Context: an optimization exercise on an open-source flow, tuned for small area, a short achievable clock period and few clock cycles per item. The choices shown serve that exercise and are no tape-out recipe. No functional check of the RTL was part of any run shown here.

## flow/design.v (module list and top-level ports; edited modules follow where they fit)
// module gdd_date_unit: 96 lines
// module gdd_diff: 284 lines
// module gdd_fa: 4 lines
// module gdd_ha: 4 lines
// module gdd_pg: 4 lines
// module gdd_g: 3 lines
// module gregorian_date_difference_days: 360 lines
module gregorian_date_difference_days (
  input  logic        clk_i,
  input  logic        rst_ni,
  input  logic        s_axis_tvalid_i,
  output logic        s_axis_tready_o,
  input  logic [71:0] s_axis_tdata_i,
  output logic        m_axis_tvalid_o,
  input  logic        m_axis_tready_i,
  output logic [31:0] m_axis_tdata_o,
  output logic [0:0]  m_axis_tuser_o
);
  // ...
==> flow/flow/run.sh <==
#!/bin/bash
# The standard layout, with the port buffers made from the platform's
# smallest plain buffer instead of the delay buffer the flow picks.
set -euo pipefail
export BUFFER_PORTS_ARGS="-buffer_cell sky130_fd_sc_hd__buf_1"
bash standard.sh > standard.log 2>&1
==> flow/standard.sh <==
#!/bin/bash
# synth_recipe.tcl (not shown) runs the flow's synth.tcl, then flattens the netlist and writes it again
# the make line also repeats each setting of config.mk as NAME=value (left out here)
make -C /OpenROAD-flow-scripts/flow DESIGN_CONFIG=/design/flow/config.mk WORK_HOME=/design/flow/orfs CLKGATE_MAP_FILE= SYNTH_SCRIPT=/design/flow/synth_recipe.tcl "${@:-finish}"
==> flow/config.mk <==
export PLATFORM = sky130hd
export DESIGN_NAME = gregorian_date_difference_days
export DESIGN_NICKNAME = gregorian_date_difference_days
export VERILOG_FILES = /design/flow/design.v
export SDC_FILE = /design/flow/constraint.sdc
export NUM_CORES = 4
export LEC_CHECK = 0
export CAP_MARGIN = 20
export CORE_MARGIN = 2
export CORE_UTILIZATION = 50
export SLEW_MARGIN = 20
export SYNTH_HIERARCHICAL = 1
export SYNTH_MINIMUM_KEEP_SIZE = 0
==> flow/constraint.sdc <==
create_clock -name core_clock -period 8.5 [get_ports {clk_i}]
set_input_delay 1.7000 -clock core_clock [delete_from_list [all_inputs] [get_ports {clk_i}]]
set_output_delay 1.7000 -clock core_clock [all_outputs]
set_load 0.01 [all_outputs]
==> flow_summary.json, run 1 <==
{
  "drc_errors": 0,
  "synthFlopType": "edfxtp_1",
  "wirelength_um": 30200,
  "path_delay_family": "simple AND/OR/NAND/NOR gates",
  "yosysUniqueCellTypes": 66,
  "ios": 111,
  "coreArea_mm2": 0.0303,
  "worstSetupStartpoint": "m_axis_tready_i",
  "slowest_stage": "nand2b_4",
  "met3_usage": 0.0195,
  "seq_area_frac": 0.243,
  "status": "finished clean",
  "top_register": "days3",
  "nWellTaps": 396,
  "synth.mux.area_fraction": 0.00769,
  "wl_per_cell_um": 16.0,
  "vias": 9557,
  "hpwlAfterDp_um": 25200,
  "route.layer.met1.wl_um": 15100,
  "synth-seq-cells": 133,
  "synth-xor-area-share": 0.0550,
  "synth-adder-area-share": 0.356,
  "hold_end": "ok3",
  "ys_top_cells_by_count": "inv_1 (208), ha_1 (206), a21o_1 (196)",
  "reg2reg_depth": 14
}
==> run 2: changes to the inputs <==
--- a/flow/config.mk
+++ b/flow/config.mk
@@ -10,2 +10,3 @@
 export CORE_UTILIZATION = 50
+export SETUP_SLACK_MARGIN = 4.5
 export SLEW_MARGIN = 20
==> run 2 against run 1 <==
Still clean on timing, DRC and antenna; core utilization rose by 3.6 points; maximum frequency rose by 6.4%; critical path depth grew 9; synthesized cell count is the same; first-iteration DRC count is 11% higher; area after synthesis is the same; count of clock-buffer cells in the layout stayed put; worst setup slack gained 0.26 ns.
==> flow_summary.json, run 2 <==
{
  "synth_edf_count": 130,
  "relSlewSlack": 0.338,
  "avgSynthCellArea_um2": 11.0,
  "ys_top_cells_by_count": "inv_1 (208), ha_1 (206), a21o_1 (196)",
  "synth-seq-cells": 133,
  "synth_top_family_by_area": "adder cells",
  "insertion_delay_ns": 0.42,
  "yosysSeqAreaShare": 0.260,
  "fmax_ghz": 0.243,
  "grt_setup_unrepaired": "true",
  "grt_pass1_vias": 10240,
  "cp.required_ns": 8.68,
  "fillers": 2651,
  "vias": 9922,
  "cp_max_fo": 5,
  "slowest_delay_ns": 0.55,
  "drtPass1Iterations": 4,
  "initial_core_util": 0.504,
  "clkTransAtPathRegs_ns": 0.06,
  "hold_viol_final": 0,
  "worst_setup_path_end_kind": "register",
  "port-buffer-count": 104,
  "reg2reg_depth": 12,
  "most-common-layout-cells": "inv_1 (199), a21o_1 (195), ha_1 (180)",
  "coreArea_mm2": 0.0303,
  "root_buffer": "clkbuf_16",
  "wirelength_um": 31800,
  "min_path_cells": 0,
  "clock_path_buffers": 2,
  "setup_tns_ns": 0,
  "grt_max_degree": 81,
  "postRouteAntennaNets": 0,
  "dr.first_iter.drc_count": 341,
  "crit_type": "reg2reg",
  "die_w_um": 179,
  "gr-usage-all-layers": 0.210,
  "yosysUniqueCellTypes": 66,
  "synth.mux.area_fraction": 0.00769,
  "synth-simple-area-share": 0.0928,
  "multi_input_area_mm2": 0.0106,
  "synthCells": 1395,
  "crit_path_frequent_cell": "a21o_1",
  "ctsHtreeMaxLevel": 4,
  "fin_crit_sh": 0.485,
  "finish.utilization": 0.577,
  "synth_compound_area_frac": 0.143,
  "antenna_cells": 0,
  "hpwlAfterDp_um": 25500,
  "syn_area_mm2": 0.0153,
  "grt_overflow": 0,
  "cts-hold-fix-buffers": 0,
  "die_y_um": 179,
  "synth.most_common_cell": "inv_1",
  "drc_errors": 0,
  "yosys.area.top_type_share": 0.255,
  "largest_register_ffs": 26,
  "dieArea_mm2": 0.0320,
  "path_delay_family": "adder cells",
  "crit_chain": "fa_1, inv_1, fa_1, fa_1, fa_1, ha_4, a21o_1, a21o_1, a21o_1, a21o_1, a21o_1, xor2_1",
  "hold_end": "ok3",
  "hold_path.class": "reg2reg",
  "ios": 111,
  "area_growth_pct": 14.4,
  "hold_path.startpoint": "ok2",
  "seq_area_mm2": 0.00398,
  "synth-xor-area-share": 0.0550,
  "rr_endpoint": "days3[23]",
  "grt_pass1_wl_um": 51400,
  "wl_per_cell_um": 16.2,
  "clkSinkCount": 133,
  "cts_tree": "done",
  "yosys_warnings": 7,
  "globalplace.congestion": 0.838,
  "period_needed_ns": 4.12,
  "rows": 64,
  "slowest_stage": "fa_1",
  "synthFlopType": "edfxtp_1",
  "status": "finished clean",
  "clock_skew_ns": 0.0101,
  "ff2ff_setup_slack_ns": 4.38,
  "max_slew.worst_pin.slew_ns": 0.994,
  "viasPerCell": 5.07,
  "path_buf_inv": 1,
  "top_register": "days3",
  "synthTopCellsByArea": "edfxtp_1 (26%), fa_1 (19%), ha_1 (17%)",
  "critPathLaunchType": "register",
  "drive_above_1_share": 0.136,
  "synthArstFlopShare": 0.0226,
  "numCtsBuffers": 17,
  "maxCapViolCount": 0,
  "yosys.area.top_type": "edfxtp_1",
  "synth-adder-area-share": 0.356,
  "drv_slew": 0,
  "r2r_start": "dy2[6]",
  "final_common_cell": "inv_1",
  "finalSetupViolCount": 0,
  "critPathArrivalTime_ns": 4.30,
  "antenna_found_initial": 0,
  "final_nets": 1974
}
-- run 2: cell counts after synthesis --
No cell type changed its count.
-- run 2: worst max path at each step --
stage,endpoint,slack [ns],from,depth (start not counted)
6_report,days3[23],4.38,dy2[6],12
5_1_grt,days3[23],4.25,dy2[6],12
4_1_cts,nqz2[7],4.38,ey1[12],14
3_5_place_dp,edoy1[7],3.93,s_axis_tdata_i[17],10
3_3_place_gp,edoy1[7],4.00,s_axis_tdata_i[17],10
2_1_floorplan,s_axis_tready_o,4.11,m_axis_tready_i,1
-- run 2: layout make-up --
| class | instances | share of cell area |
|---|---|---|
| timing repair buffer | 169 | 0.0528 |
| multi-input combinational | 1018 | 0.608 |
| clock inverter | 15 | 0.0143 |
| sequential | 133 | 0.227 |
| clock buffer | 17 | 0.0243 |
| inverter | 210 | 0.0450 |
| tap | 396 | 0.0283 |
-- run 2: metal layers --
layer,wire [um],track usage,part of all wire,vias to the layer above
met2,15400,0.359,0.48,160
met3,884,0.0282,0.028,27
li1,-,-,-,4953
met4,708,0.0654,0.022,0
met5,0,0,0,-
met1,14800,0.277,0.47,4782
-- run 2: metrics by stage --
step,setup WS [ns],hold WS (ns),cell area (um^2),instances
after floorplan,4.11,0.400,15600,1430
after global placement,4.00,0.403,16000,1860
after detailed placement,3.93,0.406,16000,1860
after CTS,4.38,0.419,17200,1946
after global routing,4.25,0.446,17500,1958
final,4.38,0.417,17500,1958
-- run 2: logic make-up (layout without fill, tap and decap cells) --
family	after synthesis	after routing
compound gates	296	296
xor+xnor	91	91
fa+ha+maj	349	349
buf+inv	281	411
flops	133	133
mux	10	10
other cells	5	40
simple gates	230	232
-- run 2: modules after synthesis, one instance, submodules excluded --
module | flip-flops and latches | cells inside | times used
gregorian_date_difference_days | 133 | 551 | 1
gdd_diff | 0 | 144 | 1
gdd_date_unit | 0 | 66 | 2
gdd_fa | 0 | 1 | 143
gdd_pg | 0 | 2 | 106
gdd_ha | 0 | 1 | 128
gdd_g | 0 | 1 | 85
-- run 2: timing repair --
action | CTS | global route
endpoints found under the setup margin | 23 | 29
pin swaps | 23 | 35
setup buffers | 52 | 12
gates resized for setup | 26 | 36
cloned | 2 | 0
==> run 3: changes to the inputs <==
--- a/flow/config.mk
+++ b/flow/config.mk
@@ -10,3 +10,3 @@
 export CORE_UTILIZATION = 50
-export SETUP_SLACK_MARGIN = 4.5
+export SETUP_SLACK_MARGIN = 4.8
 export SLEW_MARGIN = 20
==> run 3 against run 2 <==
Via count is 1.1% higher; design area is 3.4% higher; hold slack better by 0.034 ns; count of clock-buffer cells in the layout is 2 higher; global-route usage is 0.51 points higher; register-to-register slack hardly changed; area after synthesis stayed put.
==> flow_summary.json, run 3 <==
{
  "fillers": 2583,
  "initial_core_util": 0.504,
  "relSlewSlack": 0.344,
  "rows": 64,
  "viasPerCell": 5.03,
  "cp.required_ns": 8.68,
  "die_y_um": 179,
  "setup_tns_ns": 0,
  "final_common_cell": "a21o_1",
  "grt_overflow": 0,
  "max_slew.worst_pin.slew_ns": 0.985,
  "status": "finished clean",
  "top_layer_used": "met4",
  "avgSynthCellArea_um2": 11.0,
  "drtPass1Iterations": 4,
  "postRouteAntennaNets": 0,
  "hold_path.startpoint": "ok2",
  "clkTransAtPathRegs_ns": 0.07,
  "clock_path_buffers": 2,
  "ff2ff_setup_slack_ns": 4.39,
  "synthCells": 1395,
  "area_growth_pct": 18.3,
  "reg2reg_depth": 13,
  "r2r_start": "dy2[6]",
  "drc_errors": 0,
  "antenna_found_initial": 0,
  "cts_tree": "done",
  "globalplace.congestion": 0.839,
  "synth_edf_count": 130,
  "worstSetupStartpoint": "dy2[6]",
  "synthArstFlopShare": 0.0226,
  "ctsHtreeMaxLevel": 4,
  "critPathLaunchType": "register",
  "met3_wirelength_um": 889,
  "synthFlopType": "edfxtp_1",
  "fin_cells": 1994,
  "ys_top_cells_by_count": "inv_1 (208), ha_1 (206), a21o_1 (196)",
  "maxCapViolCount": 0,
  "die_w_um": 179,
  "grt_setup_unrepaired": "true",
  "route.layer.met1.wl_um": 15100,
  "fin_crit_sh": 0.484,
  "grt_pass1_vias": 10513,
  "crit_type": "reg2reg",
  "dr.first_iter.drc_count": 304,
  "gr-usage-all-layers": 0.215,
  "yosys.area.top_type": "edfxtp_1",
  "yosys.area.top_type_share": 0.255,
  "antenna_cells": 0,
  "wl_per_cell_um": 16.3,
  "synth-seq-cells": 133,
  "vias": 10029,
  "port-buffer-count": 104,
  "multi_input_area_mm2": 0.0109,
  "hold_path.class": "reg2reg",
  "hpwlAfterDp_um": 25700,
  "yosysUniqueCellTypes": 66,
  "period_needed_ns": 4.11,
  "top_register": "days3",
  "seq_area_mm2": 0.00398,
  "dpl_worst_slack_ns": 3.93,
  "clock_skew_ns": 0.00889,
  "wl_met2_um": 15800,
  "grt_max_degree": 79,
  "grt_pass1_wl_um": 53000,
  "largest_register_ffs": 26,
  "syn_area_mm2": 0.0153,
  "dpl_cell_area_mm2": 0.0161,
  "dp.cells": 1860,
  "synthTopCellsByArea": "edfxtp_1 (26%), fa_1 (19%), ha_1 (17%)",
  "numCtsBuffers": 17,
  "hold_viol_final": 0,
  "postLayoutCellArea_mm2": 0.0181,
  "final_nets": 2010,
  "crit_end": "days3[23]",
  "setup_ws_ns": 4.39,
  "clkSinkCount": 133,
  "worst_setup_path_end_kind": "register",
  "yosysSeqAreaShare": 0.260,
  "coreArea_mm2": 0.0303,
  "critPathArrivalTime_ns": 4.29,
  "rr_endpoint": "days3[23]",
  "fmax_ghz": 0.243,
  "drv_slew": 0,
  "most-common-layout-cells": "a21o_1 (195), inv_1 (193), ha_1 (174)",
  "yosys_warnings": 7,
  "finalSetupViolCount": 0,
  "drive_above_1_share": 0.181,
  "cp_max_fo": 4,
  "wirelength_um": 32500,
  "dieArea_mm2": 0.0320,
  "ios": 111,
  "insertion_delay_ns": 0.43,
  "synth.most_common_cell": "inv_1",
  "root_buffer": "clkbuf_16"
}
-- run 3: cell counts after synthesis --
Identical to the previous run, type by type.
-- run 3: modules after synthesis (local to each module, per instance) --
module / cells inside / times used
gregorian_date_difference_days: 551 / 1
gdd_diff: 144 / 1
gdd_date_unit: 66 / 2
gdd_fa: 1 / 143
gdd_pg: 2 / 106
gdd_ha: 1 / 128
gdd_g: 1 / 85
-- run 3: worst max-delay path: stages (launching register included) --
cell and delay [ns]:
edfxtp_1 0.42, buf_6 0.16, fa_1 0.50, inv_1 0.05, fa_1 0.49, fa_1 0.43
fa_1 0.53, ha_4 0.22, a21o_1 0.19, a21o_1 0.19, a21o_1 0.19, a21o_1 0.18
a21o_1 0.17, xor2_1 0.16
-- run 3: area by class of cell --
| type | count | share of cell area |
|---|---|---|
| Clock buffer | 19 | 0.0250 |
| Sequential cell | 133 | 0.220 |
| Multi-Input combinational cell | 1018 | 0.602 |
| Tap cell | 396 | 0.0274 |
| Timing Repair Buffer | 205 | 0.0708 |
| Clock inverter | 13 | 0.0107 |
| Inverter | 210 | 0.0440 |
-- run 3: how the worst min path moves through the flow --
stage	end	cells past startpoint	slack (ns)
floorplan	ok3	0	0.40
global placement	ok3	0	0.41
detailed placement	ok3	0	0.43
CTS	ok3	0	0.45
global route	ok3	0	0.47
finish	ok3	0	0.45
-- run 3: routing by layer --
metal  up-vias  global-route usage
met5         -                   0
li1       5018                   -
met2       177               0.368
met4         0              0.0552
met3        24              0.0301
met1      4810               0.287
-- run 3: repair_timing --
item                                    CTS  global route
cloned                                    2             0
pin swaps                                44            43
resized for setup                        61            50
setup buffers                            70            30
endpoints found under the setup margin   44            37
hold buffers                              0             0
-- run 3: logic make-up (layout without fill, tap and decap cells) --
kind of cell / Yosys count / count (layout) / share of synthesized area
adder cells (fa/ha/maj): 349 / 349 / 0.356
AO/OA/AOI/OAI: 296 / 296 / 0.143
buffers and inverters: 281 / 447 / 0.0849
AND/OR/NAND/NOR: 230 / 232 / 0.0928
flip-flops: 133 / 133 / 0.260
XOR/XNOR: 91 / 91 / 0.0550
multiplexers: 10 / 10 / 0.00769
other: 5 / 40 / 0.00123
-- run 3: per-stage QoR --
| stage | utilization | hold WS (ns) |
|---|---|---|
| 2_1_floorplan | - | 0.400 |
| 3_3_place_gp | 0.530 | 0.408 |
| 3_5_place_dp | 0.530 | 0.431 |
| 4_1_cts | 0.580 | 0.453 |
| 5_1_grt | 0.596 | 0.471 |
| 6_report | 0.596 | 0.451 |

afterwards: timing with drivers on the ports:
Ports are ideal in the flow. The routed layouts listed here were re-timed in OpenROAD. Step 1 (the two cells are an assumption about what drives the block):
set clk [get_ports {clk_i}]
set_driving_cell -lib_cell sky130_fd_sc_hd__clkbuf_16 $clk
set_driving_cell -lib_cell sky130_fd_sc_hd__buf_2 [delete_from_list [all_inputs] $clk]
Step 2 moves the port delays by t, midway between the first and last clock arrival at a register: inputs arrive t later, outputs are due t later. That takes back most of the time a late clock gives input paths. a / b / c = ideal ports / drivers / drivers and shift; a / b = the first two.
run	t (ns)	slack for setup (ns)	worst hold slack (ns)	cell pins on the clock port's net
run 1	0.465	4.118 / 4.095 / 3.883	0.430 / 0.430 / 0.430	1
run 2	0.472	4.380 / 4.380 / 4.188	0.417 / 0.417 / 0.417	1
run 3	0.472	4.385 / 4.385 / 4.385	0.451 / 0.451 / 0.451	1
After both steps setup and hold are still met in every run listed. For run 1, which loses most, drivers alone change the setup slack by -0.023 ns; drivers and shift together by -0.235 ns.
